This is an optimization exercise on Yosys and OpenROAD, whose aim is small area, a short achievable clock period and few clock cycles per item, not a production implementation. Where RTL was checked, it was by simulation tests only, not by an equivalence proof against the original.

Setup of north:
// alpha_gain_position_tracker
module alpha_gain_position_tracker (
  input  wire logic                 clk,
  input  wire logic                 rst_n,
  input  wire logic                 cfg_we,
  input  wire logic [1:0]           cfg_index,
  input  wire logic [15:0]          cfg_data,
  input  wire logic                 in_valid,
  output logic                      in_stall,
  input  wire logic [32:0]          in_data,
  output logic                      out_valid,
  input  wire logic                 out_stall,
  output logic [32:0]               out_data
);
clock: 10.5 ns
lec_check: 0
cap_margin: 20
core_margin: 2
core_utilization: 50
setup_slack_margin: 5.0
slew_margin: 20
run.sh (not shown) runs the stock make flow with config.mk's settings and CLKGATE_MAP_FILE= SYNTH_SCRIPT=/design/flow/synth_recipe.tcl, a recipe that flattens the netlist after the stock synthesis.
### north -> south
--- a/flow/config.mk
+++ b/flow/config.mk
@@ -10,3 +10,3 @@
 export CORE_UTILIZATION = 50
-export SETUP_SLACK_MARGIN = 5.0
+export SETUP_SLACK_MARGIN = 4.5
 export SLEW_MARGIN = 20
Results
- Area growth from synthesis to layout (lower): south
- Compared to north, south has number of filler instances in the final layout 105 higher.
- Worst hold slack delta (north -> south): insignificant
No functional check of the RTL was part of any run of this note.


Another version of the RTL of alpha_gain_position_tracker (not shown whole).
Size in the first run: roughly 320 flip-flops.
make LEC_CHECK=0 CAP_MARGIN=20 CORE_MARGIN=2 CORE_UTILIZATION=50 SETUP_SLACK_MARGIN=3.5 SLEW_MARGIN=20 finish   # period 10.5 ns
The baseline went through all stages and came out clean.
==> next run, changes <==
ABC_CLOCK_PERIOD_IN_PS = 6000   (was unset)
SETUP_SLACK_MARGIN = 4.5   (was 3.5)
Outcome:
- The new run finished clean
- wire length came out higher by 5.5%
- area after synthesis stays the same
- cell area grows by 6.5%
- maximum frequency grows by 1.9%
- sequential cell count stays the same
- worst setup slack gets better by 0.15 ns
- sequential share of layout area fell by 0.89 points
==> next run, changes <==
ABC_CLOCK_PERIOD_IN_PS = unset   (was 6000)
SETUP_SLACK_MARGIN = unset   (was 4.5)
Outcome: Design area goes down by about 13%; routed wire length goes down by 11%; fmax goes down by about 23%; worst setup slack is worse by 2.2 ns; cell count goes down by about 6%; core utilization goes down by 7.9 points; sequential cell count stays the same; non-clock buffer count goes down by 361; synthesized area does not change; hold slack is worse by 0.0060 ns.
Function was not checked in any run of this note: the RTL went through the layout flow alone.


alpha_gain_position_tracker, a different RTL version from the one above (not shown whole).
Size in the first run: about 6600 cells after synthesis, ~340 flip-flops, about 91 I/O pins.
Settings: LEC_CHECK=0, ABC_AREA=1, CAP_MARGIN=5, CORE_MARGIN=2, CORE_UTILIZATION=50, PLACE_DENSITY=0.75, SETUP_SLACK_MARGIN=4.7, SLEW_MARGIN=5, TNS_END_PERCENT=20; clock period 10.5 ns.
Testbench counts at the start, summed over its fixed seeds: cycles 17,844, frames 3,200.
Edit:
SETUP_SLACK_MARGIN = 4.5   (was 4.7)
TNS_END_PERCENT = unset   (was 20)
Effect:
- worst setup slack is worse by 0.085 ns
- register-to-register slack got worse by 0.06 ns
- synthesized cell count stays the same
- utilization decreases by 0.70 points
Edit:
CAP_MARGIN = 0   (was 5)
SLEW_MARGIN = 0   (was 5)
Result: The changed run finished with timing, DRC and antenna clean; clock-buffer cell count is unchanged; worst setup slack stays the same; fmax stays the same; via count is unchanged; routed wire length stays the same; critical path depth stays the same; clock skew is unchanged; global-route usage is unchanged; flip-flop and latch count does not change.
Edit:
CAP_MARGIN = 5   (was 0)
CORE_UTILIZATION = 60   (was 50)
SLEW_MARGIN = 5   (was 0)
The changed run passed the timing, design-rule and antenna checks; via count went up by 0.86%; worst setup slack loses 0.069 ns; synthesized area is unchanged; utilization rises by 11 points; count of clock-buffer cells in the layout climbs by 4; synthesized cell count is unchanged; worst hold slack barely changes; die area fell by 16%.


run a:
alpha_gain_position_tracker, a different RTL version from the one above (not shown whole).
For scale: about 340 flip-flops.
make LEC_CHECK=0 ABC_AREA=1 CAP_MARGIN=20 CORE_MARGIN=2 CORE_UTILIZATION=50 PLACE_DENSITY=0.75 SETUP_SLACK_MARGIN=4.5 SLEW_MARGIN=20 finish   # period 10.5 ns
Testbench counts of run a, summed over its fixed seeds: cycles 17,844, frames 3,200.
#### Input delta (run b over run a)
Settings: a deleted PLACE_DENSITY that had been 0.75.
Notes after the runs:
From run a to run b the numbers moved as follows: data arrival at the endpoint of the critical path was more or less identical. Summary of run b over run a: worst-case setup margin in the final layout held steady, number of antenna violations at the first check in global routing rose 5, number of diodes now sits lower, area of the multi-input gates was more or less identical. Clock insertion delay at the later pin of the skew report (run b over run a): increase, 0.02 ns. | clock period minus worst slack | run b vs run a | ≈ equal |.

==> what the ideal ports hide <==
In the flow no input, the clock included, has a driving cell. The finished layouts below were timed again as built, in two steps.
Step 1 assumes that a clkbuf_16 drives the clock port and a buf_2 every other input.
Step 2 times the ports against the registers' clock, not the clock port: input delays grow and output delays shrink by t, the midpoint of the rising clock arrivals with the driver on.
Three values: ideal ports, drivers, drivers and shift; two values: the first two.
run | shift t [ns] | setup WS [ns] | latest minus earliest clock arrival (ns)
north | 0.643 | 3.801 / 3.801 / 3.801 | 0.040 / 0.041
south | 0.625 | 3.851 / 3.851 / 3.851 | 0.033 / 0.033
the first run of note 2 | 0.641 | 2.774 / 2.774 / 2.774 | 0.032 / 0.033
the second run of note 2 | 0.638 | 2.920 / 2.920 / 2.920 | 0.040 / 0.040
the third run of note 2 | 0.641 | 0.697 / 0.697 / 0.697 | 0.034 / 0.034
the first run of note 3 | 0.654 | 4.701 / 4.641 / 4.344 | 0.030 / 0.030
the second run of note 3 | 0.653 | 4.617 / 4.556 / 4.341 | 0.034 / 0.034
the third run of note 3 | 0.653 | 4.617 / 4.556 / 4.341 | 0.034 / 0.034
the fourth run of note 3 | 0.656 | 4.547 / 4.481 / 4.225 | 0.048 / 0.048
run a | 0.638 | 4.576 / 4.515 / 4.275 | 0.039 / 0.040
run b | 0.669 | 4.573 / 4.502 / 4.244 | 0.040 / 0.040
After both steps setup and hold are still met in every run listed. The setup slack of the first run of note 3, which loses most, moves by -0.060 ns with the drivers and by -0.357 ns with both steps.
